What follows belongs to an exercise in optimizing a design on an open flow for small area and a short achievable clock period; a production flow would make more cautious choices. Function was checked by simulation only, so behaviour that the tests miss may differ from the original. No activity file was given, so power comes from the tool's default toggle rates.

$ cat flow/run.sh
#!/bin/bash
# synth_recipe.tcl (not shown) runs the flow's synth.tcl, then flattens the netlist and writes it again
# the make line also repeats each setting of config.mk as NAME=value (left out here)
make -C /OpenROAD-flow-scripts/flow DESIGN_CONFIG=/design/flow/config.mk WORK_HOME=/design/flow/orfs CLKGATE_MAP_FILE= SYNTH_SCRIPT=/design/flow/synth_recipe.tcl finish
$ cat flow/config.mk
export PLATFORM = sky130hd
export DESIGN_NAME = l1_ld_responder
export DESIGN_NICKNAME = l1_ld_responder
export VERILOG_FILES = /design/flow/design.v
export SDC_FILE = /design/flow/constraint.sdc
export NUM_CORES = 4
export LEC_CHECK = 0
export CAP_MARGIN = 20
export CORE_MARGIN = 2
export CORE_UTILIZATION = 40
export SLEW_MARGIN = 20
$ cat flow/constraint.sdc
create_clock -name core_clock -period 4.0 [get_ports {clk_i}]
set_input_delay 0.8000 -clock core_clock [delete_from_list [all_inputs] [get_ports {clk_i}]]
set_output_delay 0.8000 -clock core_clock [all_outputs]
set_load 0.01 [all_outputs]
$ cat flow/design.v
module l1_ld_responder #(
  parameter int unsigned DEPTH    = 64,
  parameter int unsigned LAT      = 2,
  parameter logic [31:0] MISS_PTE = 32'hFFFF_F000
) (
  input  logic                     clk_i,
  input  logic                     resetn_i,
  input  logic [27:0]              l1_va_i,
  input  logic                     l1_va_vld_i,
  input  logic                     l1_cancel_i,
  input  logic                     stall_i,
  output logic [31:0]              l1_pa_o,
  output logic                     l1_vld_o,
  input  logic                     fill_we_i,
  input  logic [$clog2(DEPTH)-1:0] fill_idx_i,
  input  logic [31:0]              fill_data_i,
  input  logic                     inv_all_i,
  output logic [15:0]              cancel_cnt_o,
  output logic [15:0]              miss_cnt_o
);
  localparam int unsigned IW = $clog2(DEPTH);
  localparam int unsigned DW = 32;
  localparam int unsigned CW = 16;
  logic [DW-1:0]    mem_q [DEPTH];
  logic [DEPTH-1:0] ent_vld_q, ent_vld_d;
  logic             pvld_q  [LAT];
  logic             pvld_d  [LAT];
  logic [DW-1:0]    pdata_q [LAT];
  logic [DW-1:0]    pdata_d [LAT];
  logic [CW-1:0]    cancel_cnt_q, cancel_cnt_d;
  logic [CW-1:0]    miss_cnt_q, miss_cnt_d;
  logic [IW-1:0]    rd_idx_c;
  logic             rd_hit_c;
  logic [DW-1:0]    rd_data_c;
  logic             accept_c;
  logic             cancel_c;
  logic             out_kill_c;
  logic             unused_va_c;
  assign rd_idx_c    = l1_va_i[IW+1:2];
  assign unused_va_c = ^{l1_va_i[27:IW+2], l1_va_i[1:0]};
  assign rd_hit_c  = ent_vld_q[rd_idx_c];
  assign rd_data_c = rd_hit_c ? mem_q[rd_idx_c] : MISS_PTE;
  assign accept_c   = l1_va_vld_i & ~stall_i;
  assign cancel_c   = l1_cancel_i & ~stall_i & pvld_q[0];
  assign out_kill_c = (LAT == 1) ? cancel_c : 1'b0;
  assign l1_pa_o      = pdata_q[LAT-1];
  assign l1_vld_o     = pvld_q[LAT-1] & ~out_kill_c;
  assign cancel_cnt_o = cancel_cnt_q;
  assign miss_cnt_o   = miss_cnt_q;
  always_comb begin
    ent_vld_d = ent_vld_q;
    if (inv_all_i) begin
      ent_vld_d = '0;
    end
    if (fill_we_i) begin
      ent_vld_d[fill_idx_i] = 1'b1;
    end
  end
  always_comb begin
    for (int i = 0; i < LAT; i++) begin
      pvld_d[i]  = pvld_q[i];
      pdata_d[i] = pdata_q[i];
    end
    if (!stall_i) begin
      pvld_d[0]  = accept_c;
      pdata_d[0] = rd_data_c;
      for (int i = 1; i < LAT; i++) begin
        pvld_d[i]  = pvld_q[i-1] & ~(cancel_c & (i == 1));
        pdata_d[i] = pdata_q[i-1];
      end
    end
  end
  always_comb begin
    cancel_cnt_d = cancel_cnt_q;
    miss_cnt_d   = miss_cnt_q;
    if (cancel_c && (cancel_cnt_q != '1)) begin
      cancel_cnt_d = cancel_cnt_q + CW'(1);
    end
    if (accept_c && !rd_hit_c && (miss_cnt_q != '1)) begin
      miss_cnt_d = miss_cnt_q + CW'(1);
    end
  end
  always_ff @(posedge clk_i) begin
    if (fill_we_i) begin
      mem_q[fill_idx_i] <= fill_data_i;
    end
  end
  always_ff @(posedge clk_i or negedge resetn_i) begin
    if (!resetn_i) begin
      ent_vld_q    <= '0;
      cancel_cnt_q <= '0;
      miss_cnt_q   <= '0;
      for (int i = 0; i < LAT; i++) begin
        pvld_q[i]  <= 1'b0;
        pdata_q[i] <= '0;
      end
    end else begin
      ent_vld_q    <= ent_vld_d;
      cancel_cnt_q <= cancel_cnt_d;
      miss_cnt_q   <= miss_cnt_d;
      for (int i = 0; i < LAT; i++) begin
        pvld_q[i]  <= pvld_d[i];
        pdata_q[i] <= pdata_d[i];
      end
    end
  end
endmodule
==> metrics.csv, run 1 <==
stage,metric,value,unit
run_status,status,"complete, no violations",
sta,worstMarginPinSlew,1.09,ns
synthesis,ys_types,52,
sta,maxSlewViolCount,0,
synthesis,synth_top_area_share,72.3,%
setup_path,path_buf_inv,5,
synthesis,syn_area,0.0851,sq mm
routing,vias_per_cell,5.78,
global_routing,track_usage,19.6,%
sta,setup_ws,0.732,ns
min_path,worstHoldPathType,in -> reg,
setup_path,crit_chain,"buf_8, buf_4, buf_12, mux4_2, mux2i_1, a21oi_1, o21ai_0, buf_4, a221oi_1, buf_4, a22o_1",
synthesis,synth-edff-count,2048,
routing,wirelength,214,mm
placed_design,port_buffers,115,
layout,fin_nets,4251,
setup_path,critical_path_depth,11,
clock_tree,cts_root_buf,clkbuf_16,
layout,final_util,46.5,%
clock_tree,cts.htree.levels,4,
global_routing,grt_pass1_vias,41300,
flow_run,maxCapViolCount,0,
setup_path,cp_slowest_stage_delay,0.69,ns
floorplanning,die-area,0.216,sq mm
synthesis,postSynthRegisterBits,2210,
global_routing,antenna_found_initial,6,
layout,diodes,0,
sta,slew_headroom,27.2,%
clock_tree,cts_tree,done,
synthesis,ys_async_sr_fraction,7.33,%
routing,drc_errors,0,
floorplanning,core-area,0.212,sq mm
synthesis,seq_area_frac_synth,77.0,%
floorplanning,ios,138,
power,p_leak,31.2,nW
sta,max_freq,306,MHz
setup_path,worstPathArrival,3.96,ns
clock_tree,cts_made_buffers,211,
global_routing,grt_max_degree,90,
synthesis,synth.avg_cell_area,22.1,sq um
synthesis,yosys_warnings,5,
sta,post-route-period-util,81.7,%
clock_tree,clk_pin_slew,0.07,ns
clock_tree,cts_resized,0,
floorplanning,die_y,465,um
layout,drive_gt1_share,28.0,%
routing,first_pass_iters,6,
sta,holdWs,0.355,ns
floorplanning,num_rows,169,
layout,final_area,0.0985,sq mm
placed_design,preCtsSetupSlack,-0.0230,ns
setup_path,critPathSlowestCell,o21ai_0,
clock_tree,ctsLongestPathBuffers,3,
floorplanning,die_w,465,um
power,ir_worst_vdd,0.484,mV
clock_tree,clock_latency,0.84,ns
global_routing,grt-ovfl-total,0,
setup_path,crit_family,buffers and inverters,
layout,n_fill_cell,17400,
routing,vias,41400,
sta,fin_crit,3.27,ns
sta,setup_viol,0,
synthesis,synth.net_count,3929,
setup_path,cp_common_cell,buf_4,
setup_path,reg2regPathDepth,9,
setup_path,required,4.69,ns
placed_design,gp_congestion,0.783,
clock_tree,cts.sinks,2210,
synthesis,syn_inst,3850,
synthesis,yosysTopAreaCell,edfxtp_1,
routing,drtAntennaViolNets,0,
power,p_per_area,486,mW/mm^2
layout,area_growth,15.7,%
placed_design,dp_hpwl,114,mm
sta,skew,0.0569,ns
floorplanning,initial_core_util,40.2,%
setup_path,end_kind,register,
setup_path,startpoint_type,input port,
sta,grt_setup_unrepaired,no,
routing,wl_per_cell,29.8,um
global_routing,grt_pass1_wl,304,mm
synthesis,synthFlopType,edfxtp_1,
synthesis,yosys-top-cells-area,"edfxtp_1 (72%), mux4_2 (15%), dfrtp_1 (4.8%)",
setup_path,path_class,in -> reg,
placed_design,placed_cell_area,0.0917,sq mm
sta,tns,0,ns
routing,drt-initial-drc-count,4456,
sta,finalHoldViolations,0,
layout,regArea,0.0656,sq mm
layout,multi_input_area,0.0186,sq mm
setup_path,crit_fanout,51,
min_path,hold_depth,1,
stage by stage:
step / cells / power [mW]
global route: 7168 / 49.4
finish: 7168 / 47.9
detailed placement: 6778 / 29.0
floorplan: 3850 / 27.6
global placement: 6778 / 28.9
CTS: 7167 / 48.3
worst reg2reg max path: stages, from the launching register on:
cell and delay [ns]:
edfxtp_1 0.37, mux4_2 0.46, nor2b_1 0.14, a211oi_1 0.23, a21oi_1 0.06, o21ai_0 0.69, buf_4 0.25, a221oi_1 0.07
buf_4 0.22, a22o_1 0.19
metal layers:
metal | global-route usage (%) | up-vias | routed length, um
li1 | - | 16900 | -
met1 | 28.5 | 22800 | 92300
met2 | 31.1 | 1543 | 102000
met3 | 3.54 | 270 | 14900
met4 | 4.28 | 6 | 4110
met5 | 0 | - | 35
path summary, 6_finish.rpt:
| path | start | to | slack, ns |
|---|---|---|---|
| hold reg to reg | pdata_q[1][16] | pdata_q[1][16] | 0.49 |
| setup / recovery | l1_va_i[4] | pdata_q[0][1] | 0.73 |
| min in group asynchronous | resetn_i | ent_vld_q[10] | 0.54 |
| hold / removal | fill_data_i[0] | mem_q[38][0] | 0.36 |
| setup reg to reg | mem_q[22][1] | pdata_q[0][1] | 1.17 |
| max in group asynchronous | resetn_i | cancel_cnt_q[7] | 2.43 |
state kept, by name, indices dropped and copies added (netlist names):
name          count
cancel_cnt_q     16
ent_vld_q        64
mem_q          2048
pdata_q          64
pvld_q            2
miss_cnt_q       16
cell usage in the layout (no fill, tap or decap), types with 14 or more instances in the layout:
cell / netlist / final
nor2_1: 94 / 32
o221ai_1: 14 / 14
nand4_1: 14 / 14
nor2_4: 0 / 60
clkbuf_1: 76 / 51
clkinv_2: 0 / 30
o21ai_0: 28 / 28
nand3_1: 33 / 33
a22o_1: 18 / 18
clkdlybuf4s50_1: 0 / 76
xnor2_1: 28 / 28
a32oi_1: 17 / 17
a211oi_1: 20 / 20
a22oi_1: 63 / 63
clkinv_1: 0 / 46
inv_1: 85 / 84
buf_12: 2 / 90
clkbuf_8: 0 / 18
a21oi_1: 29 / 29
nand2_1: 78 / 78
mux2_2: 30 / 30
clkbuf_16: 0 / 218
edfxtp_1: 2048 / 2048
mux2i_1: 71 / 71
nor2b_1: 37 / 35
buf_4: 31 / 146
mux4_2: 575 / 575
o22ai_1: 82 / 82
dfrtp_1: 162 / 162
cell type report:
cell class,instances,area share (%)
Multi-Input combinational cell,1341,18.9
Tap cell,2821,3.58
Clock buffer,286,5.97
Sequential cell,2210,66.5
Clock inverter,102,0.879
Inverter,85,0.329
Timing Repair Buffer,323,3.81
synthesized netlist by cell type, types with 11 or more instances:
cell type  instances
buf_2             78
a221oi_1          11
mux4_2           575
edfxtp_1        2048
nor2_1            94
nor3_1            15
buf_4             31
o22ai_1           82
dfrtp_1          162
o221ai_1          14
inv_1             85
nand2_1           78
a32oi_1           17
a21oi_1           29
a22oi_1           63
xnor2_1           28
a211oi_1          20
mux2i_1           71
mux2_2            30
clkbuf_1          76
a22o_1            18
buf_1             12
nand3_1           33
nand4_1           14
o21ai_0           28
nor2b_1           37
and3_1            11
buf_6             14
kinds of logic after synthesis:
| kind of cell | Yosys count | synth area share (%) |
|---|---|---|
| AOI/OAI and AO/OA | 308 | 2.56 |
| buffers and inverters | 299 | 1.75 |
| DFF | 2210 | 77.0 |
| and+or+nand+nor | 315 | 1.76 |
| xor gates and xnor gates | 36 | 0.370 |
| adders and majority gates | 6 | 0.0882 |
| muxes | 676 | 16.4 |
timing repair:
item	4_1_cts	5_1_grt
setup buffers	0	0
endpoints found under the hold margin	61	0
hold buffers	1	0
power by group:
group	internal, mW	total, mW	leakage (nW)	switching (mW)
Clock	10.9	19.5	3.30	8.54
Combinational	1.16	2.75	7.36	1.60
Sequential	25.5	25.7	20.5	0.152
==> inputs of run 2 (changes only) <==
==> flow/design.v (replaced) <==
module l1_ld_responder #(
  parameter int unsigned DEPTH    = 64,
  parameter int unsigned LAT      = 2,
  parameter logic [31:0] MISS_PTE = 32'hFFFF_F000
) (
  input  logic                     clk_i,
  input  logic                     resetn_i,
  input  logic [27:0]              l1_va_i,
  input  logic                     l1_va_vld_i,
  input  logic                     l1_cancel_i,
  input  logic                     stall_i,
  output logic [31:0]              l1_pa_o,
  output logic                     l1_vld_o,
  input  logic                     fill_we_i,
  input  logic [$clog2(DEPTH)-1:0] fill_idx_i,
  input  logic [31:0]              fill_data_i,
  input  logic                     inv_all_i,
  output logic [15:0]              cancel_cnt_o,
  output logic [15:0]              miss_cnt_o
);
  localparam int unsigned IW = $clog2(DEPTH);
  localparam int unsigned DW = 32;
  localparam int unsigned CW = 16;
  logic [DW-1:0]    mem_q [DEPTH];    
  logic [DEPTH-1:0] ent_vld_q;
  logic             vld1_q, vld2_q;
  logic             hit1_q;
  logic [DW-1:0]    data1_q, data2_q;
  logic [CW-1:0]    cancel_cnt_q;
  logic [CW-1:0]    miss_cnt_q;
  logic [IW-1:0]    rd_idx_c;
  logic [DEPTH-1:0] rd_sel_c;     
  logic [DEPTH-1:0] wr_sel_c;     
  logic [DW-1:0]    rd_data_c;
  logic             rd_hit_c;
  logic             cancel_c;
  logic             miss_c;
  assign rd_idx_c = l1_va_i[IW+1:2];
  always_comb begin
    for (int i = 0; i < DEPTH; i++) begin
      rd_sel_c[i] = (rd_idx_c == IW'(i)) & ~stall_i;
      wr_sel_c[i] = (fill_idx_i == IW'(i)) & fill_we_i;
    end
  end
  always_comb begin
    rd_data_c = stall_i ? data1_q : '0;
    rd_hit_c  = stall_i & hit1_q;
    for (int i = 0; i < DEPTH; i++) begin
      rd_data_c = rd_data_c | ({DW{rd_sel_c[i]}} & mem_q[i]);
      rd_hit_c  = rd_hit_c | (rd_sel_c[i] & ent_vld_q[i]);
    end
  end
  assign miss_c   = l1_va_vld_i & ~stall_i & ~rd_hit_c;
  assign cancel_c = l1_cancel_i & ~stall_i & vld1_q;
  assign l1_pa_o      = data2_q;
  assign l1_vld_o     = vld2_q;
  assign cancel_cnt_o = cancel_cnt_q;
  assign miss_cnt_o   = miss_cnt_q;
  for (genvar i = 0; i < DEPTH; i++) begin : g_row
    logic [DW-1:0] row_q;
    always_ff @(posedge clk_i) begin
      row_q <= (row_q & {DW{~wr_sel_c[i]}}) | (fill_data_i & {DW{wr_sel_c[i]}});
    end
    assign mem_q[i] = row_q;
  end
  always_ff @(posedge clk_i) begin
    data1_q <= rd_data_c;
    hit1_q  <= rd_hit_c;
    if (!stall_i) begin
      data2_q <= hit1_q ? data1_q : MISS_PTE;
    end
  end
  always_ff @(posedge clk_i or negedge resetn_i) begin
    if (!resetn_i) begin
      ent_vld_q    <= '0;
      cancel_cnt_q <= '0;
      miss_cnt_q   <= '0;
      vld1_q       <= 1'b0;
      vld2_q       <= 1'b0;
    end else begin
      ent_vld_q <= (ent_vld_q & {DEPTH{~inv_all_i}}) | wr_sel_c;
      if (!stall_i) begin
        vld1_q <= l1_va_vld_i;
        vld2_q <= vld1_q & ~l1_cancel_i;
      end
      if (cancel_c && (cancel_cnt_q != '1)) begin
        cancel_cnt_q <= cancel_cnt_q + CW'(1);
      end
      if (miss_c && (miss_cnt_q != '1)) begin
        miss_cnt_q <= miss_cnt_q + CW'(1);
      end
    end
  end
endmodule
--- a/flow/config.mk
+++ b/flow/config.mk
@@ -9,3 +9,4 @@
 export CORE_MARGIN = 2
 export CORE_UTILIZATION = 40
+export SETUP_SLACK_MARGIN = 1.5
 export SLEW_MARGIN = 20
==> run 2 against run 1 <==
  * Combinational power fell by 24%
  * Critical endpoint is now data1_q[4]
  * Flip-flop and latch count up 1
  * Non-clock buffer count rose by 428
  * Highest routed layer unchanged
  * Worst setup slack better by 0.70 ns
  * Register-to-register slack improved by 0.43 ns
  * Total power decreased by 0.69%
  * Routed wire length up 66%
  * Area after synthesis decreased by 5.0%
==> metrics.csv, run 2 <==
stage,metric,value,unit,change
run_status,status,"complete, no violations",,unchanged
routing,drtAntennaViolNets,0,,unchanged
routing,drc_errors,0,,unchanged
floorplanning,initial_core_util,40.1,%,was 40.2%
placed_design,dp_hpwl,207,mm,was 114 mm
floorplanning,core-area,0.201,sq mm,was 0.212 sq mm
synthesis,yosys-top-cells-count,"edfxtp_1 (2080), a22oi_1 (847), nand2_1 (216), nor2_1 (173), clkbuf_1 (140)",,"was edfxtp_1 (2048), mux4_2 (575), dfrtp_1 (162), nor2_1 (94), inv_1 (85)"
global_routing,grt_pass1_wl,463,mm,was 304 mm
setup_path,crit_chain,"buf_8, or4_1, buf_12, nor2_4, buf_4, buf_4, a22oi_1, nand4_1, nor4_2, nand3_1",,"was buf_8, buf_4, buf_12, mux4_2, mux2i_1, a21oi_1, o21ai_0, buf_4, a221oi_1, buf_4, a22o_1"
synthesis,synthFlopType,edfxtp_1,,unchanged
power,swShare,22.3,%,was 21.5%
clock_tree,clock_latency,0.91,ns,was 0.84 ns
synthesis,synth.avg_cell_area,17.5,sq um,was 22.1 sq um
synthesis,yosys.cell_count.top_type,edfxtp_1,,unchanged
global_routing,grt-ovfl-total,0,,unchanged
power,power.share.sequential,54.3,%,was 53.6%
power,p_per_area,478,mW/mm^2,was 486 mW/mm^2
layout,final_util,49.4,%,was 46.5%
power,p_int,37.0,mW,was 37.6 mW
layout,final_cell_mix,"edfxtp_1 (2080), a22oi_1 (830), buf_4 (450), nand2_1 (213), clkbuf_16 (212)",,"was edfxtp_1 (2048), mux4_2 (575), clkbuf_16 (218), dfrtp_1 (162), buf_4 (146)"
setup_path,worstPathArrival,3.40,ns,was 3.96 ns
setup_path,cp_common_cell,buf_4,,unchanged
layout,drive_gt1_share,22.5,%,was 28.0%
global_routing,grt_pass1_vias,50400,,was 41300
sta,maxSlewViolCount,0,,unchanged
routing,vias_per_cell,6.81,,was 5.78
power,p_leak,32.4,nW,was 31.2 nW
floorplanning,die_y,454,um,was 465 um
placed_design,port_buffers,115,,unchanged
floorplanning,die_w,454,um,was 465 um
setup_path,required,4.83,ns,was 4.69 ns
layout,n_fill_cell,16500,,was 17400
synthesis,synth-edff-count,2080,,was 2048
routing,wirelength,354,mm,was 214 mm
power,netSwitchingPower,10.6,mW,was 10.3 mW
setup_path,crit_start,l1_va_i[2],,was l1_va_i[4]
setup_path,critPathSlowestCell,or4_1,,was o21ai_0
synthesis,yosys_warnings,2,,was 5
placed_design,gp_congestion,0.931,,was 0.783
layout,area_growth,23.2,%,was 15.7%
clock_tree,cts_tree,done,,unchanged
min_path,worstHoldStart,fill_data_i[4],,was fill_data_i[0]
setup_path,end_kind,register,,unchanged
sta,post-route-period-util,64.3,%,was 81.7%
floorplanning,die-area,0.206,sq mm,was 0.216 sq mm
sta,setup_viol,0,,unchanged
power,p_clk_share,41.3,%,was 40.6%
synthesis,synth_top_area_share,77.3,%,was 72.3%
clock_tree,ctsLongestPathBuffers,3,,unchanged
global_routing,grt_max_degree,65,,was 90
global_routing,antenna_found_initial,20,,was 6
setup_path,path_buf_inv,4,,was 5
synthesis,yosys-top-cells-area,"edfxtp_1 (77%), a22oi_1 (7.9%), dfrtp_1 (3.0%)",,"was edfxtp_1 (72%), mux4_2 (15%), dfrtp_1 (4.8%)"
synthesis,syn_area,0.0808,sq mm,was 0.0851 sq mm
clock_tree,cts_root_buf,clkbuf_16,,unchanged
sta,skew,0.0516,ns,was 0.0569 ns
setup_path,reg2reg_slack,1.60,ns,was 1.17 ns
setup_path,crit_family,simple AND/OR/NAND/NOR gates,,was buffers and inverters
synthesis,postSynthRegisterBits,2211,,was 2210
power,combPwrFrac,4.4,%,was 5.7%
clock_tree,cts.sinks,2211,,was 2210
setup_path,startpoint_type,input port,,unchanged
clock_tree,clk_pin_slew,0.06,ns,was 0.07 ns
layout,final_common_cell,edfxtp_1,,unchanged
routing,drt-initial-drc-count,11800,,was 4456
synthesis,synth.net_count,4696,,was 3929
routing,wl_per_cell,43.3,um,was 29.8 um
global_routing,track_usage,33.8,%,was 19.6%
setup_path,crit_fanout,20,,was 51
routing,first_pass_iters,8,,was 6
synthesis,yosysTopAreaCell,edfxtp_1,,unchanged
min_path,worstHoldPathType,in -> reg,,unchanged
sta,setup_ws,1.43,ns,was 0.732 ns
synthesis,seq_area_frac_synth,81.1,%,was 77.0%
sta,slew_headroom,21.3,%,was 27.2%
floorplanning,num_rows,165,,was 169
synthesis,syn_inst,4621,,was 3850
sta,fin_crit,2.57,ns,was 3.27 ns
setup_path,path_class,in -> reg,,unchanged
routing,vias,55700,,was 41400
power,ir_worst_vdd,0.521,mV,was 0.484 mV
synthesis,ys_async_sr_fraction,4.43,%,was 7.33%
floorplanning,ios,138,,unchanged
clock_tree,cts.htree.levels,4,,unchanged
flow_run,maxCapViolCount,0,,unchanged
setup_path,cp_slowest_stage_delay,0.64,ns,was 0.69 ns
clock_tree,cts_made_buffers,209,,was 211
sta,finalHoldViolations,0,,unchanged
layout,final_cells,8183,,was 7168
layout,fin_nets,5392,,was 4251
placed_design,dp_cells,7638,,was 6778
sta,grt_setup_unrepaired,yes,,was no
setup_path,rr_startpoint,ent_vld_q[49],,was mem_q[22][1]
placed_design,preCtsSetupSlack,-0.268,ns,was -0.0230 ns
sta,worstMarginPinSlew,1.18,ns,was 1.09 ns
sta,max_freq,389,MHz,was 306 MHz
synthesis,ys_types,69,,was 52
run 2: power groups by stage:
| stage | clock, mW | sequential, mW | combinational (mW) |
|---|---|---|---|
| after floorplan | 0 | 26.2 | 0.655 |
| after global placement | 0 | 26.4 | 1.82 |
| after detailed placement | 0 | 26.4 | 1.86 |
| after CTS | 19.6 | 25.9 | 1.96 |
| after global routing | 20.4 | 25.9 | 2.13 |
| final | 19.6 | 25.9 | 2.08 |
run 2: timing repair:
item	in CTS	in global routing
buffers inserted	102	31
endpoints found under the hold margin	38	0
resized for setup	173	54
pin swaps	37	33
endpoints found under the setup margin	209	75
hold buffers	1	0
cloned	4	0
run 2: per-layer routing:
| metal | global-route usage [%] | vias to the layer above | part of all wire, % |
|---|---|---|---|
| li1 | - | 20500 | - |
| met1 | 42.7 | 28000 | 33 |
| met2 | 49.6 | 5713 | 43 |
| met3 | 11.0 | 1430 | 16 |
| met4 | 22.9 | 12 | 8.9 |
| met5 | 0 | - | 0.022 |
run 2: layout make-up:
class	count	area [sq um]	share of cell area, %
inverters	69	263	0.264
diodes	12	30.0	0.0301
repair buffers	751	8180	8.21
multi-input cells	2075	15600	15.6
clock inverters	112	937	0.941
flip-flops and latches	2211	65600	65.8
clock buffers	281	5730	5.75
well taps	2672	3340	3.36
run 2: path summary, 6_finish.rpt:
kind	depth (start not counted)	endpoint
setup / recovery	10	data1_q[4]
hold / removal	1	register
setup reg to reg	8	miss_cnt_q[4]
hold reg to reg	1	cancel_cnt_q[8]
max in group asynchronous	3	ent_vld_q[24]
min in group asynchronous	2	cancel_cnt_q[2]
run 2: cells by family after synthesis:
group           Yosys count  share of synthesized area (%)
fa+ha+maj                 2                         0.0310
xor+xnor                 30                          0.325
simple gates            781                           4.93
buf+inv                 336                           1.77
mux                      11                          0.147
compound gates         1250                           11.7
flops                  2211                           81.1
run 2: through the flow:
step / instance area, sq um / hold slack, ns / total power [mW] / setup TNS, ns
after detailed placement: 90800 / 0.487 / 28.2 / -0.623
after floorplan: 81700 / 0.465 / 26.9 / 0
final: 99600 / 0.328 / 47.6 / 0
after CTS: 99000 / 0.447 / 47.4 / 0
after global placement: 90800 / 0.474 / 28.2 / -0.559
after global routing: 99600 / 0.321 / 48.4 / 0
==> inputs of run 3 (changes only) <==
--- a/flow/config.mk
+++ b/flow/config.mk
@@ -9,4 +9,6 @@
 export CORE_MARGIN = 2
 export CORE_UTILIZATION = 40
+export CTS_CLUSTER_DIAMETER = 50
+export CTS_CLUSTER_SIZE = 24
 export SETUP_SLACK_MARGIN = 1.5
 export SLEW_MARGIN = 20
==> run 3 against run 2 <==
  * Clock-buffer cell count is 108 lower
  * Highest routed layer unchanged
  * Clock power decreased by 8%
  * Non-clock buffer count is 51 higher
  * First-iteration DRC count up 0.34%
  * Still clean on timing, DRC and antenna
  * Clock skew down 0.010 ns
==> metrics.csv, run 3 <==
stage,metric,value,unit,change
layout,area_growth,23.0,%,was 23.2%
routing,first_pass_iters,9,,was 8
global_routing,grt-ovfl-total,0,,unchanged
sta,finalHoldViolations,0,,unchanged
floorplanning,ios,138,,unchanged
power,p_int,35.0,mW,was 37.0 mW
setup_path,reg2reg_slack,1.57,ns,was 1.60 ns
sta,skew,0.0416,ns,was 0.0516 ns
clock_tree,cts.htree.levels,4,,unchanged
power,p_total,45.9,mW,was 47.6 mW
synthesis,ys_types,69,,unchanged
routing,drtAntennaViolNets,0,,unchanged
sta,fin_crit,2.64,ns,was 2.57 ns
routing,wl_per_cell,43.4,um,was 43.3 um
placed_design,port_buffers,115,,unchanged
synthesis,syn_inst,4621,,unchanged
synthesis,syn_area,0.0808,sq mm,unchanged
clock_tree,clk_pin_slew,0.09,ns,was 0.06 ns
global_routing,grt_pass1_wl,461,mm,was 463 mm
setup_path,worstPathArrival,3.44,ns,was 3.40 ns
layout,regArea,0.0656,sq mm,unchanged
power,ir_worst_vdd,0.477,mV,was 0.521 mV
sta,post-route-period-util,65.9,%,was 64.3%
global_routing,antenna_found_initial,23,,was 20
routing,vias,55700,,about the same
floorplanning,die_y,454,um,unchanged
setup_path,required,4.80,ns,was 4.83 ns
synthesis,synthFlopType,edfxtp_1,,unchanged
routing,wirelength,353,mm,was 354 mm
sta,worstMarginPinSlew,1.17,ns,was 1.18 ns
layout,final_cell_mix,"edfxtp_1 (2080), a22oi_1 (817), buf_4 (481), nand2_1 (210), buf_12 (189)",,"was edfxtp_1 (2080), a22oi_1 (830), buf_4 (450), nand2_1 (213), clkbuf_16 (212)"
synthesis,yosysTopAreaCell,edfxtp_1,,unchanged
synthesis,synth.net_count,4696,,unchanged
power,power.share.sequential,56.2,%,was 54.3%
routing,vias_per_cell,6.85,,was 6.81
power,combPwrFrac,4.6,%,was 4.4%
layout,multi_input_area,0.0157,sq mm,was 0.0156 sq mm
clock_tree,cts.sinks,2211,,unchanged
min_path,worstHoldPathType,in -> reg,,unchanged
sta,max_freq,379,MHz,was 389 MHz
setup_path,path_class,in -> reg,,unchanged
placed_design,dp_hpwl,207,mm,unchanged
clock_tree,cts_tree,done,,unchanged
power,p_clk_share,39.2,%,was 41.3%
floorplanning,die-area,0.206,sq mm,unchanged
setup_path,end_kind,register,,unchanged
synthesis,synth.avg_cell_area,17.5,sq um,unchanged
routing,routed.top_layer,met5,,unchanged
synthesis,ys_async_sr_fraction,4.43,%,unchanged
routing,dr_wl_met2,149,mm,was 151 mm
sta,slew_headroom,21.6,%,was 21.3%
floorplanning,initial_core_util,40.1,%,unchanged
sta,setup_viol,0,,unchanged
synthesis,synth_top_area_share,77.3,%,unchanged
global_routing,grt_max_degree,65,,unchanged
layout,fin_nets,5391,,was 5392
routing,drt-initial-drc-count,11800,,about the same
sta,maxSlewViolCount,0,,unchanged
layout,final_util,49.3,%,was 49.4%
power,swShare,23.8,%,was 22.3%
clock_tree,cts_made_buffers,158,,was 209
synthesis,yosys-top-cells-area,"edfxtp_1 (77%), a22oi_1 (7.9%), dfrtp_1 (3.0%)",,unchanged
run_status,status,"complete, no violations",,unchanged
floorplanning,core-area,0.201,sq mm,unchanged
synthesis,seq_area_frac_synth,81.1,%,unchanged
routing,wl_met3,57.0,mm,was 56.8 mm
routing,drc_errors,0,,unchanged
sta,holdWs,0.484,ns,was 0.328 ns
synthesis,postSynthRegisterBits,2211,,unchanged
power,netSwitchingPower,10.9,mW,was 10.6 mW
clock_tree,ctsLongestPathBuffers,3,,unchanged
layout,n_fill_cell,16400,,was 16500
clock_tree,cts_root_buf,clkbuf_16,,unchanged
layout,final_common_cell,edfxtp_1,,unchanged
synthesis,yosys_warnings,2,,unchanged
synthesis,yosys-top-cells-count,"edfxtp_1 (2080), a22oi_1 (847), nand2_1 (216), nor2_1 (173), clkbuf_1 (140)",,unchanged
sta,grt_setup_unrepaired,yes,,unchanged
floorplanning,num_rows,165,,unchanged
layout,drive_gt1_share,23.8,%,was 22.5%
sta,tns,0,ns,unchanged
global_routing,grt_pass1_vias,50200,,was 50400
sta,setup_ws,1.36,ns,was 1.43 ns
routing,met1_length,114,mm,was 115 mm
flow_run,maxCapViolCount,0,,unchanged
power,p_per_area,462,mW/mm^2,was 478 mW/mm^2
floorplanning,die_w,454,um,unchanged
global_routing,track_usage,33.7,%,was 33.8%
synthesis,synth-edff-count,2080,,unchanged
placed_design,gp_congestion,0.931,,unchanged
setup_path,crit_fanout,20,,unchanged
clock_tree,clock_latency,0.86,ns,was 0.91 ns
power,p_leak,32.2,nW,was 32.4 nW
setup_path,startpoint_type,input port,,unchanged
placed_design,preCtsSetupSlack,-0.268,ns,unchanged
synthesis,yosys.cell_count.top_type,edfxtp_1,,unchanged
==> run 3: cell counts after synthesis <==
No cell type changed its count.
==> run 3: cell type report <==
class,instances,share of cell area (%)
inverter,69,0.264
clock buffer,173,4.14
multi-input combinational,2074,15.7
timing repair buffer,802,8.81
tap,2672,3.36
antenna,11,0.0277
clock inverter,123,1.69
sequential,2211,66.0
==> run 3: what timing repair did <==
| item | CTS | global route |
|---|---|---|
| endpoints found under the hold margin | 38 | 0 |
| gates resized for setup | 178 | 103 |
| setup buffers | 120 | 64 |
| pin swaps | 50 | 67 |
| gates cloned | 4 | 1 |
| setup endpoints to repair | 281 | 181 |
| hold buffers | 1 | 0 |
==> run 3: worst paths after layout <==
path,from,end,depth (start not counted)
min in group asynchronous,resetn_i,vld1_q,2
worst max register to register,miss_cnt_q[0],miss_cnt_q[12],8
worst min-delay path,fill_data_i[14],register,1
worst min register to register,cancel_cnt_q[8],cancel_cnt_q[8],1
worst max-delay path,l1_va_i[2],data1_q[3],9
max in group asynchronous,resetn_i,ent_vld_q[19],3
==> run 3: cells by family (layout without fill, tap and decap cells) <==
family	after synthesis	in the layout	synth area share, %
flops	2211	2211	81.1
compound gates	1250	1250	11.7
simple gates	781	781	4.93
buf+inv	336	1167	1.77
xor+xnor	30	30	0.325
mux	11	11	0.147
fa+ha+maj	2	2	0.0310
other cells	0	11	0
==> run 3: metal layers <==
layer  GRT usage [%]  vias up
li1                -    20500
met1            42.1    28100
met2            49.2     5626
met3            11.2     1507
met4            24.1       22
met5           0.210        -
==> run 3: stage by stage <==
stage,cell area (sq um),instances
finish,99400,8135
global route,99400,8128
CTS,98200,8059
detailed placement,90800,7638
global placement,90800,7637
floorplan,81700,4621
==> run 3: power groups by stage <==
stage	logic, mW	clock network [mW]	registers (mW)
floorplan	0.655	0	26.2
global placement	1.82	0	26.4
detailed placement	1.86	0	26.4
CTS	1.98	18.0	25.8
global route	2.16	18.7	25.8
finish	2.11	18.0	25.8
==> run 3: critical path: stages <==
cell	delay, ns
buf_12	0.14
or4b_2	0.89
nor2_4	0.38
buf_6	0.35
a22oi_1	0.17
nand4_1	0.19
nor4_1	0.09
and3_1	0.24
nand2_1	0.08
==> inputs of run 4 (changes only) <==
--- a/flow/config.mk
+++ b/flow/config.mk
@@ -8,5 +8,5 @@
 export CAP_MARGIN = 20
 export CORE_MARGIN = 2
-export CORE_UTILIZATION = 40
+export CORE_UTILIZATION = 55
 export CTS_CLUSTER_DIAMETER = 50
 export CTS_CLUSTER_SIZE = 24
==> run 4 against run 3 <==
  * Area after synthesis unchanged
  * Critical path type unchanged
  * Sequential power about the same
  * Synthesized cell count unchanged
  * Still clean on timing, DRC and antenna
  * Final cell count down 8.5%
  * Clock skew about the same
  * Worst setup slack worse by 0.061 ns
  * Die area down 27%
==> metrics.csv, run 4 <==
stage,metric,value,unit,change
setup_path,reg2reg_slack,1.48,ns,was 1.57 ns
min_path,worstHoldPathType,in -> async,,was in -> reg
clock_tree,clk_pin_slew,0.08,ns,was 0.09 ns
placed_design,gp_congestion,0.938,,was 0.931
synthesis,seq_area_frac_synth,81.1,%,unchanged
synthesis,postSynthRegisterBits,2211,,unchanged
synthesis,yosys-top-cells-area,"edfxtp_1 (77%), a22oi_1 (7.9%), dfrtp_1 (3.0%)",,unchanged
setup_path,end_kind,register,,unchanged
clock_tree,cts.htree.levels,4,,unchanged
clock_tree,cts-hold-fix-buffers,0,,was 1
global_routing,grt_max_degree,78,,was 65
synthesis,syn_inst,4621,,unchanged
sta,setup_viol,0,,unchanged
routing,first_pass_iters,9,,unchanged
synthesis,synth.net_count,4696,,unchanged
clock_tree,cts_made_buffers,171,,was 158
floorplanning,initial_core_util,55.5,%,was 40.1%
sta,post-route-period-util,67.4,%,was 65.9%
layout,final_common_cell,edfxtp_1,,unchanged
setup_path,crit_start,fill_idx_i[0],,was l1_va_i[2]
synthesis,synth-edff-count,2080,,unchanged
synthesis,yosys.cell_count.top_type,edfxtp_1,,unchanged
global_routing,track_usage,46.4,%,was 33.7%
setup_path,critPathSlowestCell,clkdlybuf4s50_1,,was or4b_2
power,p_total,46.3,mW,was 45.9 mW
clock_tree,ctsLongestPathBuffers,3,,unchanged
clock_tree,cts.sinks,2211,,unchanged
global_routing,grt_pass1_vias,50300,,was 50200
setup_path,r2r-end,miss_cnt_q[4],,was miss_cnt_q[12]
setup_path,path_class,in -> reg,,unchanged
synthesis,ys_types,69,,unchanged
sta,finalHoldViolations,0,,unchanged
setup_path,worstPathArrival,3.19,ns,was 3.44 ns
routing,drc_errors,0,,unchanged
setup_path,crit_chain,"clkdlybuf4s50_1, nor2b_1, nand2_1, nor2_4, buf_4",,"was buf_12, or4b_2, nor2_4, buf_6, a22oi_1, nand4_1, nor4_1, and3_1, nand2_1"
setup_path,required,4.49,ns,was 4.80 ns
run_status,status,"complete, no violations",,unchanged
power,ir_worst_vdd,0.417,mV,was 0.477 mV
floorplanning,core-area,0.146,sq mm,was 0.201 sq mm
sta,max_freq,371,MHz,was 379 MHz
floorplanning,die-area,0.150,sq mm,was 0.206 sq mm
sta,worstMarginPinSlew,1.16,ns,was 1.17 ns
setup_path,reg2regPathDepth,8,,unchanged
sta,skew,0.0420,ns,was 0.0416 ns
synthesis,synthFlopType,edfxtp_1,,unchanged
setup_path,rr_startpoint,ent_vld_q[57],,was miss_cnt_q[0]
sta,maxSlewViolCount,0,,unchanged
routing,vias,56400,,was 55700
synthesis,yosys-top-cells-count,"edfxtp_1 (2080), a22oi_1 (847), nand2_1 (216), nor2_1 (173), clkbuf_1 (140)",,unchanged
routing,drtAntennaViolNets,0,,unchanged
routing,wl_per_cell,47.7,um,was 43.4 um
sta,slew_headroom,22.9,%,was 21.6%
synthesis,ys_async_sr_fraction,4.43,%,unchanged
routing,drt-initial-drc-count,12300,,was 11800
clock_tree,cts_root_buf,clkbuf_16,,unchanged
sta,setup_ws,1.30,ns,was 1.36 ns
placed_design,port_buffers,115,,unchanged
floorplanning,die_y,387,um,was 454 um
routing,vias_per_cell,7.58,,was 6.85
placed_design,dp_hpwl,208,mm,was 207 mm
setup_path,crit_fanout,14,,was 20
routing,wirelength,355,mm,was 353 mm
floorplanning,num_rows,140,,was 165
layout,fin_nets,5441,,was 5391
synthesis,yosysTopAreaCell,edfxtp_1,,unchanged
sta,tns,0,ns,unchanged
flow_run,maxCapViolCount,0,,unchanged
layout,drive_gt1_share,24.5,%,was 23.8%
global_routing,antenna_found_initial,19,,was 23
layout,final_cell_mix,"edfxtp_1 (2080), a22oi_1 (817), buf_4 (500), nand2_1 (210), buf_12 (209)",,"was edfxtp_1 (2080), a22oi_1 (817), buf_4 (481), nand2_1 (210), buf_12 (189)"
global_routing,grt-ovfl-total,0,,unchanged
sta,fin_crit,2.70,ns,was 2.64 ns
sta,grt_setup_unrepaired,yes,,unchanged
global_routing,grt_pass1_wl,459,mm,was 461 mm
synthesis,yosys_warnings,2,,unchanged
setup_path,startpoint_type,input port,,unchanged
clock_tree,cts_tree,done,,unchanged
floorplanning,ios,138,,unchanged
synthesis,synth_top_area_share,77.3,%,unchanged
power,p_leak,32.5,nW,was 32.2 nW
floorplanning,die_w,387,um,was 454 um
placed_design,preCtsSetupSlack,-0.465,ns,was -0.268 ns
layout,area_growth,22.7,%,was 23.0%
clock_tree,clock_latency,0.87,ns,was 0.86 ns
synthesis,synth.avg_cell_area,17.5,sq um,unchanged
setup_path,cp_slowest_stage_delay,0.60,ns,was 0.89 ns
synthesis,syn_area,0.0808,sq mm,unchanged
power,p_per_area,466,mW/mm^2,was 462 mW/mm^2
## run 4: cell counts after synthesis
Identical to the previous run, type by type.
## run 4: cell type report
cell class | count | area [sq um]
tap | 1917 | 2400
clock inverter | 140 | 1650
antenna | 16 | 40.0
fill | 9643 | 46500
clock buffer | 181 | 4330
timing repair buffer | 839 | 9300
sequential | 2211 | 65600
inverter | 69 | 263
multi-input combinational | 2074 | 15600
## run 4: kinds of logic (layout without fill, tap and decap cells)
| logic type | count (synthesis) | in the layout | synth area share, % |
|---|---|---|---|
| multiplexers | 11 | 11 | 0.147 |
| XOR/XNOR | 30 | 30 | 0.325 |
| AO/OA/AOI/OAI | 1250 | 1250 | 11.7 |
| buffers and inverters | 336 | 1229 | 1.77 |
| adder cells (fa/ha/maj) | 2 | 2 | 0.0310 |
| AND/OR/NAND/NOR | 781 | 781 | 4.93 |
| other | 0 | 16 | 0 |
| flip-flops | 2211 | 2211 | 81.1 |
## run 4: what timing repair did
item,in CTS,in global routing
endpoints found under the hold margin,0,0
gates resized for setup,153,120
buffers inserted,105,87
setup endpoints to repair,644,264
pin swaps,46,82
gates cloned,4,3
## run 4: metal layers
metal / global-route usage, % / wire (um) / vias to the layer above
li1: - / - / 20600
met1: 61.6 / 114000 / 28300
met2: 66.3 / 149000 / 6129
met3: 16.9 / 64200 / 1378
met4: 27.0 / 27700 / 6
met5: 0 / 54 / -
## run 4: through the flow
stage          cell area, sq um  instances  util (%)  hold WS, ns
3_3_place_gp              90000       6905      61.8        0.475
2_1_floorplan             81700       4621         -        0.465
4_1_cts                   97600       7338      66.9        0.187
6_report                  99200       7447      68.1       0.0111
3_5_place_dp              90100       6908      61.8        0.486
5_1_grt                   99200       7434      68.0       0.0766
## run 4: worst max path at each step
stage	endpoint	slack, ns
after floorplan	miss_cnt_q[6]	1.13
after global placement	data1_q[18]	-0.42
after detailed placement	data1_q[18]	-0.47
after CTS	data1_q[20]	1.45
after global routing	register	1.35
final	register	1.30
## run 4: critical path, delay by kind of cell
kind / cells / cell delay, ns
and+or+nand+nor: 3 / 1.23
buffers and inverters: 2 / 1.08
## run 4: power breakdown
group / switching [mW] / internal (mW) / total (mW)
Sequential: 0.246 / 25.6 / 25.8
Clock: 9.32 / 8.96 / 18.3
Combinational: 1.46 / 0.714 / 2.17
==> inputs of run 5 (changes only) <==
--- a/flow/design.v
+++ b/flow/design.v
@@ -39,11 +39,11 @@
   always_comb begin
     for (int i = 0; i < DEPTH; i++) begin
-      rd_sel_c[i] = (rd_idx_c == IW'(i)) & ~stall_i;
+      rd_sel_c[i] = (rd_idx_c == IW'(i));
       wr_sel_c[i] = (fill_idx_i == IW'(i)) & fill_we_i;
     end
   end
   always_comb begin
-    rd_data_c = stall_i ? data1_q : '0;
-    rd_hit_c  = stall_i & hit1_q;
+    rd_data_c = '0;
+    rd_hit_c  = 1'b0;
     for (int i = 0; i < DEPTH; i++) begin
       rd_data_c = rd_data_c | ({DW{rd_sel_c[i]}} & mem_q[i]);
@@ -65,7 +65,7 @@
   end
   always_ff @(posedge clk_i) begin
-    data1_q <= rd_data_c;
-    hit1_q  <= rd_hit_c;
     if (!stall_i) begin
+      data1_q <= rd_data_c;
+      hit1_q  <= rd_hit_c;
       data2_q <= hit1_q ? data1_q : MISS_PTE;
     end
--- a/flow/config.mk
+++ b/flow/config.mk
@@ -8,7 +8,6 @@
 export CAP_MARGIN = 20
 export CORE_MARGIN = 2
-export CORE_UTILIZATION = 55
-export CTS_CLUSTER_DIAMETER = 50
-export CTS_CLUSTER_SIZE = 24
+export CORE_UTILIZATION = 40
+export CTS_BUF_LIST = sky130_fd_sc_hd__clkbuf_8
 export SETUP_SLACK_MARGIN = 1.5
 export SLEW_MARGIN = 20
==> run 5 against run 4 <==
  * Clock skew rose by 0.083 ns
  * Routed wire length fell by 6.0%
  * Final cell count rose by 7.1%
  * Area after synthesis fell by 1.3%
  * Still clean
  * Combinational power fell by 18%
  * Non-clock buffer count fell by 223
  * Final area fell by 2.3%
  * Die area rose by 35%
  * Via count fell by 5.8%
==> metrics.csv, run 5 <==
stage,metric,value,unit,change
run_status,status,"complete, no violations",,unchanged
floorplanning,ios,138,,unchanged
clock_tree,ctsLongestPathBuffers,4,,was 3
clock_tree,cts_made_buffers,358,,was 171
power,p_int,35.2,mW,about the same
routing,drc_errors,0,,unchanged
placed_design,gp_congestion,0.867,,was 0.938
setup_path,reg2reg_slack,1.13,ns,was 1.48 ns
floorplanning,die_w,451,um,was 387 um
floorplanning,num_rows,163,,was 140
floorplanning,core-area,0.198,sq mm,was 0.146 sq mm
sta,post-route-period-util,71.8,%,was 67.4%
layout,final_util,49.0,%,was 68.1%
routing,drt-initial-drc-count,10400,,was 12300
global_routing,grt_max_degree,77,,was 78
floorplanning,die_y,451,um,was 387 um
layout,fin_nets,5142,,was 5441
clock_tree,cts.htree.levels,5,,was 4
power,netSwitchingPower,10.3,mW,was 11.0 mW
power,p_clk_share,39.4,%,was 39.5%
routing,vias_per_cell,6.67,,was 7.58
setup_path,startpoint_type,register,,was input port
sta,skew,0.125,ns,was 0.0420 ns
power,p_per_area,470,mW/mm^2,was 466 mW/mm^2
power,combPwrFrac,3.9,%,was 4.7%
synthesis,yosys-top-cells-count,"edfxtp_1 (2113), a22oi_1 (663), clkbuf_1 (191), a22o_1 (188), a221oi_1 (183)",,"was edfxtp_1 (2080), a22oi_1 (847), nand2_1 (216), nor2_1 (173), clkbuf_1 (140)"
synthesis,ys_types,63,,was 69
clock_tree,clk_pin_slew,0.06,ns,was 0.08 ns
routing,wl_per_cell,41.9,um,was 47.7 um
synthesis,synth.net_count,4402,,was 4696
setup_path,crit_fanout,6,,was 14
sta,grt_setup_unrepaired,yes,,unchanged
power,ir_worst_vdd,0.383,mV,was 0.417 mV
synthesis,syn_inst,4327,,was 4621
sta,slew_headroom,22.3,%,was 22.9%
min_path,hold_depth,1,,
layout,area_growth,21.5,%,was 22.7%
sta,finalHoldViolations,0,,unchanged
min_path,worstHoldStart,fill_data_i[2],,
placed_design,port_buffers,115,,unchanged
placed_design,dp_hpwl,178,mm,was 208 mm
setup_path,path_class,reg -> reg,,was in -> reg
synthesis,yosys.cell_count.top_type,edfxtp_1,,unchanged
setup_path,reg2regPathDepth,10,,was 8
global_routing,antenna_found_initial,16,,was 19
clock_tree,clock_latency,1.12,ns,was 0.87 ns
synthesis,ys_async_sr_fraction,4.43,%,unchanged
global_routing,grt_pass1_wl,439,mm,was 459 mm
flow_run,maxCapViolCount,0,,unchanged
synthesis,yosysTopAreaCell,edfxtp_1,,unchanged
clock_tree,cts.sinks,2211,,unchanged
synthesis,postSynthRegisterBits,2211,,unchanged
synthesis,synth_top_area_share,79.5,%,was 77.3%
synthesis,yosys_warnings,2,,unchanged
power,power.share.sequential,56.6,%,was 55.8%
floorplanning,initial_core_util,40.3,%,was 55.5%
global_routing,grt_pass1_vias,49600,,was 50300
sta,fin_crit,2.87,ns,was 2.70 ns
sta,worstMarginPinSlew,1.17,ns,was 1.16 ns
layout,drive_gt1_share,23.2,%,was 24.5%
routing,drtAntennaViolNets,0,,unchanged
routing,vias,53200,,was 56400
routing,wirelength,334,mm,was 355 mm
sta,max_freq,348,MHz,was 371 MHz
floorplanning,die-area,0.203,sq mm,was 0.150 sq mm
synthesis,yosys-top-cells-area,"edfxtp_1 (80%), a22oi_1 (6.2%), dfrtp_1 (3.1%)",,"was edfxtp_1 (77%), a22oi_1 (7.9%), dfrtp_1 (3.0%)"
synthesis,syn_area,0.0798,sq mm,was 0.0808 sq mm
synthesis,synth-edff-count,2113,,was 2080
setup_path,required,4.88,ns,was 4.49 ns
sta,setup_viol,0,,unchanged
setup_path,rr_startpoint,ent_vld_q[19],,was ent_vld_q[57]
min_path,worstHoldPathType,in -> reg,,was in -> async
power,p_leak,31.7,nW,was 32.5 nW
global_routing,track_usage,32.2,%,was 46.4%
clock_tree,cts_tree,done,,unchanged
setup_path,r2r-end,miss_cnt_q[1],,was miss_cnt_q[4]
sta,setup_ws,1.13,ns,was 1.30 ns
layout,final_common_cell,edfxtp_1,,unchanged
power,p_total,45.5,mW,was 46.3 mW
synthesis,synth.avg_cell_area,18.4,sq um,was 17.5 sq um
layout,final_cell_mix,"edfxtp_1 (2113), a22oi_1 (662), clkbuf_8 (371), buf_4 (306), a22o_1 (188)",,"was edfxtp_1 (2080), a22oi_1 (817), buf_4 (500), nand2_1 (210), buf_12 (209)"
setup_path,worstPathArrival,3.75,ns,was 3.19 ns
routing,first_pass_iters,6,,was 9
sta,maxSlewViolCount,0,,unchanged
placed_design,preCtsSetupSlack,-0.401,ns,was -0.465 ns
setup_path,end_kind,register,,unchanged
synthesis,synthFlopType,edfxtp_1,,unchanged
clock_tree,cts_root_buf,clkbuf_8,,was clkbuf_16
global_routing,grt-ovfl-total,0,,unchanged
sta,tns,0,ns,unchanged
synthesis,seq_area_frac_synth,82.6,%,was 81.1%
power,swShare,22.7,%,was 23.8%
[run 5: through the flow]
step / instances / hold slack [ns] / instance area [sq um]
floorplan: 4327 / 0.473 / 80500
global placement: 7266 / 0.480 / 89400
detailed placement: 7269 / 0.481 / 89500
CTS: 7942 / 0.346 / 96300
global route: 7965 / 0.182 / 96900
finish: 7976 / 0.207 / 96900
[run 5: timing repair]
item                       CTS  global route
pin swaps                   24            26
setup endpoints to repair  123           105
buffers inserted            55            16
hold buffers                 1             0
gates resized for setup    310            58
gates cloned                 3             1
hold endpoints to repair    68             0
[run 5: layout make-up]
class,count,area [sq um]
multi-input cells,1811,14100
inverters,69,262
clock inverters,243,1190
well taps,2640,3300
diodes,15,37.5
fillers,16400,101000
flip-flops and latches,2211,65900
repair buffers,616,7000
clock buffers,371,5110
[run 5: kinds of logic after synthesis]
| kind of cell | Yosys count | synth area share, % |
|---|---|---|
| flip-flops | 2211 | 82.6 |
| AO/OA/AOI/OAI | 1115 | 11.0 |
| AND/OR/NAND/NOR | 653 | 4.32 |
| buffers and inverters | 305 | 1.50 |
| XOR/XNOR | 29 | 0.318 |
| multiplexers | 12 | 0.173 |
| adder cells (fa/ha/maj) | 2 | 0.0314 |
[run 5: how the worst max path moves through the flow]
stage | start | endpoint | cells past startpoint
2_1_floorplan | l1_va_i[6] | miss_cnt_q[8] | 12
3_3_place_gp | l1_va_i[5] | data1_q[23] | 11
3_5_place_dp | l1_va_i[4] | data1_q[23] | 12
4_1_cts | ent_vld_q[19] | miss_cnt_q[8] | 11
5_1_grt | ent_vld_q[19] | miss_cnt_q[10] | 11
6_report | ent_vld_q[19] | miss_cnt_q[1] | 10
[run 5: critical path, cell delays in order (launching register included)]
cell       delay (ns)
dfrtp_1          0.38
mux2i_1          0.15
nor3_1           0.06
a2111o_1         0.46
a2111oi_2        0.22
nand4_1          0.31
buf_4            0.24
or3_4            0.38
buf_4            0.15
buf_8            0.14
mux2_2           0.26
[run 5: power groups by stage]
| stage | sequential, mW | combinational (mW) | clock, mW |
|---|---|---|---|
| finish | 25.8 | 1.79 | 17.9 |
| detailed placement | 26.3 | 1.61 | 0 |
| floorplan | 26.3 | 0.510 | 0 |
| global placement | 26.3 | 1.59 | 0 |
| CTS | 25.8 | 1.71 | 17.9 |
| global route | 25.8 | 1.85 | 18.9 |
[run 5: metal layers]
| metal | global-route usage (%) | wire length (um) |
|---|---|---|
| met1 | 41.5 | 112000 |
| met2 | 47.9 | 145000 |
| met3 | 9.90 | 52200 |
| met4 | 19.1 | 24300 |
| met5 | 0 | 41 |
==> inputs of run 6 (changes only) <==
--- a/flow/design.v
+++ b/flow/design.v
@@ -39,11 +39,11 @@
   always_comb begin
     for (int i = 0; i < DEPTH; i++) begin
-      rd_sel_c[i] = (rd_idx_c == IW'(i));
+      rd_sel_c[i] = (rd_idx_c == IW'(i)) & ~stall_i;
       wr_sel_c[i] = (fill_idx_i == IW'(i)) & fill_we_i;
     end
   end
   always_comb begin
-    rd_data_c = '0;
-    rd_hit_c  = 1'b0;
+    rd_data_c = stall_i ? data1_q : '0;
+    rd_hit_c  = stall_i & hit1_q;
     for (int i = 0; i < DEPTH; i++) begin
       rd_data_c = rd_data_c | ({DW{rd_sel_c[i]}} & mem_q[i]);
@@ -65,7 +65,7 @@
   end
   always_ff @(posedge clk_i) begin
+    data1_q <= rd_data_c;
+    hit1_q  <= rd_hit_c;
     if (!stall_i) begin
-      data1_q <= rd_data_c;
-      hit1_q  <= rd_hit_c;
       data2_q <= hit1_q ? data1_q : MISS_PTE;
     end
==> flow/flow/run.sh (new file) <==
#!/bin/bash
# Standard ORFS layout, except that the port buffers that placement inserts are
# plain buf cells (resizable by timing repair) instead of delay-buffer cells.
set -euo pipefail
# standard synthesis, unchanged
bash standard.sh synth > synth.log 2>&1
# rest of the standard flow, with the port buffer cell chosen
bash standard.sh finish "BUFFER_PORTS_ARGS=-buffer_cell sky130_fd_sc_hd__buf_4" > layout.log 2>&1
==> flow/standard.sh (new file) <==
#!/bin/bash
# synth_recipe.tcl (not shown) runs the flow's synth.tcl, then flattens the netlist and writes it again
# the make line also repeats each setting of config.mk as NAME=value (left out here)
make -C /OpenROAD-flow-scripts/flow DESIGN_CONFIG=/design/flow/config.mk WORK_HOME=/design/flow/orfs CLKGATE_MAP_FILE= SYNTH_SCRIPT=/design/flow/synth_recipe.tcl "${@:-finish}"
--- a/flow/config.mk
+++ b/flow/config.mk
@@ -9,5 +9,4 @@
 export CORE_MARGIN = 2
 export CORE_UTILIZATION = 40
-export CTS_BUF_LIST = sky130_fd_sc_hd__clkbuf_8
 export SETUP_SLACK_MARGIN = 1.5
 export SLEW_MARGIN = 20
removed: flow/run.sh
==> run 6 against run 5 <==
  * Still clean
  * Clock skew down 0.086 ns
  * Total power increased by 5.2%
  * Non-clock buffer count increased by 73
  * Largest power group unchanged
==> metrics.csv, run 6 <==
stage,metric,value,unit,change
run_status,status,"complete, no violations",,unchanged
layout,area_growth,22.2,%,was 21.5%
synthesis,yosys.cell_count.top_type,edfxtp_1,,unchanged
synthesis,synth.avg_cell_area,17.5,sq um,was 18.4 sq um
synthesis,ys_async_sr_fraction,4.43,%,unchanged
synthesis,yosys-top-cells-area,"edfxtp_1 (77%), a22oi_1 (7.9%), dfrtp_1 (3.0%)",,"was edfxtp_1 (80%), a22oi_1 (6.2%), dfrtp_1 (3.1%)"
min_path,worstHoldPathType,in -> reg,,unchanged
setup_path,r2r-end,miss_cnt_q[6],,was miss_cnt_q[1]
setup_path,reg2reg_slack,1.56,ns,was 1.13 ns
routing,wl_per_cell,43.1,um,was 41.9 um
sta,finalHoldViolations,0,,unchanged
clock_tree,cts_tree,done,,unchanged
routing,wirelength,350,mm,was 334 mm
clock_tree,clock_latency,0.88,ns,was 1.12 ns
clock_tree,clk_pin_slew,0.06,ns,about the same
layout,fin_nets,5331,,was 5142
power,p_total,47.9,mW,was 45.5 mW
clock_tree,cts.htree.levels,4,,was 5
synthesis,synth_top_family_by_area,compound AO/OA/AOI/OAI gates,,unchanged
min_path,hold_depth,2,,was 1
sta,max_freq,389,MHz,was 348 MHz
sta,fin_crit,2.57,ns,was 2.87 ns
placed_design,dp_cells,7589,,was 7269
synthesis,synthFlopType,edfxtp_1,,unchanged
layout,drive_gt1_share,23.2,%,about the same
global_routing,antenna_found_initial,18,,was 16
min_path,worstHoldStart,l1_cancel_i,,was fill_data_i[2]
floorplanning,ios,138,,unchanged
sta,post-route-period-util,64.3,%,was 71.8%
power,ir_worst_vdd,0.513,mV,was 0.383 mV
global_routing,track_usage,33.4,%,was 32.2%
layout,final_cells,8121,,was 7976
global_routing,grt_pass1_vias,50100,,was 49600
setup_path,reg2regPathDepth,8,,was 10
synthesis,muxShareOfSynthArea,0.147,%,was 0.173%
synthesis,yosysTopAreaCell,edfxtp_1,,unchanged
synthesis,seq_area_frac_synth,81.1,%,was 82.6%
setup_path,cp_slowest_stage_delay,0.45,ns,was 0.46 ns
synthesis,yosys_warnings,2,,unchanged
routing,drc_errors,0,,unchanged
synthesis,postSynthRegisterBits,2211,,unchanged
floorplanning,core-area,0.201,sq mm,was 0.198 sq mm
synthesis,synth.net_count,4696,,was 4402
min_path,min_to,vld2_q,,
setup_path,worstPathArrival,3.32,ns,was 3.75 ns
floorplanning,die_w,454,um,was 451 um
placed_design,placed_cell_area,0.0898,sq mm,was 0.0895 sq mm
synthesis,synthSimpleGateAreaFrac,4.93,%,was 4.32%
global_routing,grt-ovfl-total,0,,unchanged
global_routing,grt_max_degree,76,,was 77
routing,vias,55400,,was 53200
sta,grt_setup_unrepaired,yes,,unchanged
clock_tree,cts_made_buffers,208,,was 358
routing,vias_per_cell,6.83,,was 6.67
sta,worstMarginPinSlew,1.16,ns,was 1.17 ns
placed_design,port_buffers,115,,unchanged
setup_path,path_class,in -> reg,,was reg -> reg
setup_path,rr_startpoint,ent_vld_q[63],,was ent_vld_q[19]
synthesis,yosys.area_share.xor_xnor,0.325,%,was 0.318%
setup_path,startpoint_type,input port,,was register
floorplanning,die_y,454,um,was 451 um
synthesis,syn_area,0.0808,sq mm,was 0.0798 sq mm
layout,final_common_cell,edfxtp_1,,unchanged
sta,setup_viol,0,,unchanged
floorplanning,die-area,0.206,sq mm,was 0.203 sq mm
power,p_leak,32.0,nW,was 31.7 nW
clock_tree,cts.sinks,2211,,unchanged
placed_design,gp_congestion,0.921,,was 0.867
placed_design,dp_hpwl,202,mm,was 178 mm
setup_path,path_buf_inv,4,,was 3
global_routing,grt_pass1_wl,459,mm,was 439 mm
layout,final_cell_mix,"edfxtp_1 (2080), a22oi_1 (831), buf_4 (525), nand2_1 (214), clkbuf_16 (214)",,"was edfxtp_1 (2113), a22oi_1 (662), clkbuf_8 (371), buf_4 (306), a22o_1 (188)"
power,p_per_area,485,mW/mm^2,was 470 mW/mm^2
synthesis,synth_top_area_share,77.3,%,was 79.5%
setup_path,crit_fanout,14,,was 6
clock_tree,ctsLongestPathBuffers,3,,was 4
synthesis,synth-edff-count,2080,,was 2113
routing,drtAntennaViolNets,0,,unchanged
setup_path,critPathSlowestCell,or4_1,,was a2111o_1
synthesis,yosys-top-cells-count,"edfxtp_1 (2080), a22oi_1 (847), nand2_1 (216), nor2_1 (173), clkbuf_1 (140)",,"was edfxtp_1 (2113), a22oi_1 (663), clkbuf_1 (191), a22o_1 (188), a221oi_1 (183)"
synthesis,synth_fa_ha_area_share,0.0310,%,was 0.0314%
layout,n_fill_cell,16500,,was 16400
synthesis,syn_inst,4621,,was 4327
routing,first_pass_iters,8,,was 6
sta,holdWs,0.124,ns,was 0.207 ns
synthesis,synth_compound_area_share,11.7,%,was 11.0%
synthesis,ys_types,69,,was 63
clock_tree,cts_root_buf,clkbuf_16,,was clkbuf_8
setup_path,end_kind,register,,unchanged
setup_path,required,4.75,ns,was 4.88 ns
setup_path,cp_common_cell,buf_4,,unchanged
setup_path,crit_family,simple AND/OR/NAND/NOR gates,,unchanged
sta,skew,0.0393,ns,was 0.125 ns
routing,drt-initial-drc-count,12400,,was 10400
layout,final_area,0.0987,sq mm,was 0.0969 sq mm
flow_run,maxCapViolCount,0,,unchanged
sta,tns,0,ns,unchanged
sta,slew_headroom,22.1,%,was 22.3%
floorplanning,num_rows,165,,was 163
sta,maxSlewViolCount,0,,unchanged
setup_path,crit_chain,"buf_6, or3b_4, buf_4, buf_4, nor2_4, buf_4, a222oi_1, nand3_1, nor3_4, nand4_1, or4_1",,"was mux2i_1, nor3_1, a2111o_1, a2111oi_2, nand4_1, buf_4, or3_4, buf_4, buf_8, mux2_2"
floorplanning,initial_core_util,40.1,%,was 40.3%
## run 6: what timing repair did
action,CTS,global route
endpoints found under the hold margin,0,30
gates cloned,3,3
setup buffers,64,57
resized for setup,83,73
pin swaps,29,41
hold buffers,0,1
setup endpoints to repair,49,53
## run 6: worst max path at each step
stage / startpoint / end / slack [ns] / cells past startpoint
after CTS: l1_va_i[7] / data1_q[22] / 1.42 / 11
after detailed placement: stall_i / data1_q[22] / 0.12 / 11
after global routing: l1_va_i[3] / miss_cnt_q[3] / 1.43 / 12
final: l1_va_i[7] / data1_q[21] / 1.43 / 11
after floorplan: l1_va_i[4] / miss_cnt_q[6] / 1.13 / 10
after global placement: l1_va_i[4] / data1_q[31] / 0.16 / 11
## run 6: cells by family (layout without fill, tap and decap cells)
logic type	count (synthesis)	count (layout)
buffers and inverters	336	1153
AO/OA/AOI/OAI	1250	1250
flip-flops	2211	2211
AND/OR/NAND/NOR	781	784
adder cells (fa/ha/maj)	2	2
multiplexers	11	11
other	0	8
XOR/XNOR	30	30
## run 6: layer usage
metal | share of wire, % | wire (um) | up-vias | GRT usage [%]
met1 | 33 | 115000 | 28000 | 42.7
met4 | 8.2 | 28600 | 24 | 22.1
met3 | 16 | 57200 | 1374 | 11.0
met5 | 0.069 | 241 | - | 0.326
met2 | 43 | 149000 | 5627 | 48.6
li1 | - | - | 20400 | -
## run 6: worst reg2reg max path, cell delays in order, from the launching register on
cell      delay (ns)
dfrtp_1         0.38
mux2_2          0.28
a21oi_2         0.26
o32ai_1         0.12
a211oi_1        0.36
nand2_2         0.06
buf_4           0.19
or4_1           0.54
xnor2_1         0.14
## run 6: metrics by stage
step	setup WS, ns	util (%)
after floorplan	1.13	-
after global placement	0.159	44.5
after detailed placement	0.119	44.6
after CTS	1.42	48.5
after global routing	1.43	49.0
final	1.43	49.0
## run 6: layout make-up
| class | instances | area, sq um | area share [%] |
|---|---|---|---|
| flip-flops and latches | 2211 | 65600 | 66.4 |
| multi-input cells | 2077 | 15700 | 15.9 |
| repair buffers | 689 | 7080 | 7.17 |
| clock buffers | 277 | 5750 | 5.82 |
| well taps | 2672 | 3340 | 3.39 |
| clock inverters | 118 | 1060 | 1.07 |
| inverters | 69 | 263 | 0.266 |
| diodes | 8 | 20.0 | 0.0203 |
## run 6: report_power, final
part           leakage, nW  switching [mW]  internal, mW
clock                 3.32            8.89          11.1
sequential            20.3           0.277          25.6
combinational         8.34            1.39         0.643
total                 32.0            10.6          37.3

[port drivers added, routing unchanged]
The flow's constraints put no driver on any port. The routed layouts listed below were extracted and timed again, unchanged, in two steps.
Step 1: set_driving_cell puts a clkbuf_16 on clk_i and a buf_2 on each other input, an assumption about the parent block.
Step 2, shift: input delay + t, output delay - t, t = (earliest + latest rising clock arrival at the registers) / 2. This alone moves slack from input paths to output paths.
Slacks: ideal ports / drivers / drivers and shift; pairs: ideal ports / drivers.
run | t (ns) | slack for setup (ns) | worst hold slack (ns) | worst setup path at the end | clock arrival spread, ns | slew at the worst register clock pin (ns)
run 1 | 0.899 | 0.732 / 0.758 / -0.141 | 0.355 / 0.317 / 0.489 | input to register | 0.073 / 0.072 | 0.07 / 0.07
run 2 | 0.966 | 1.428 / 1.420 / 0.453 | 0.328 / 0.271 / 0.487 | input to register | 0.056 / 0.057 | 0.07 / 0.07
run 3 | 0.935 | 1.364 / 1.357 / 0.422 | 0.484 / 0.424 / 0.488 | input to register | 0.055 / 0.055 | 0.10 / 0.10
run 4 | 0.924 | 1.303 / 1.360 / 0.436 | 0.011 / -0.031 / 0.488 | input to register | 0.052 / 0.052 | 0.09 / 0.09
run 5 | 1.147 | 1.127 / 1.127 / 0.131 | 0.207 / 0.145 / 0.486 | input to register | 0.157 / 0.157 | 0.07 / 0.07
run 6 | 0.953 | 1.427 / 1.349 / 0.396 | 0.124 / 0.069 / 0.492 | input to register | 0.049 / 0.049 | 0.07 / 0.07
Met with ideal ports but missed after step 2: setup timing in run 1. The setup slack of run 6, which loses most, moves by -0.078 ns with the drivers and by -1.031 ns with both steps.
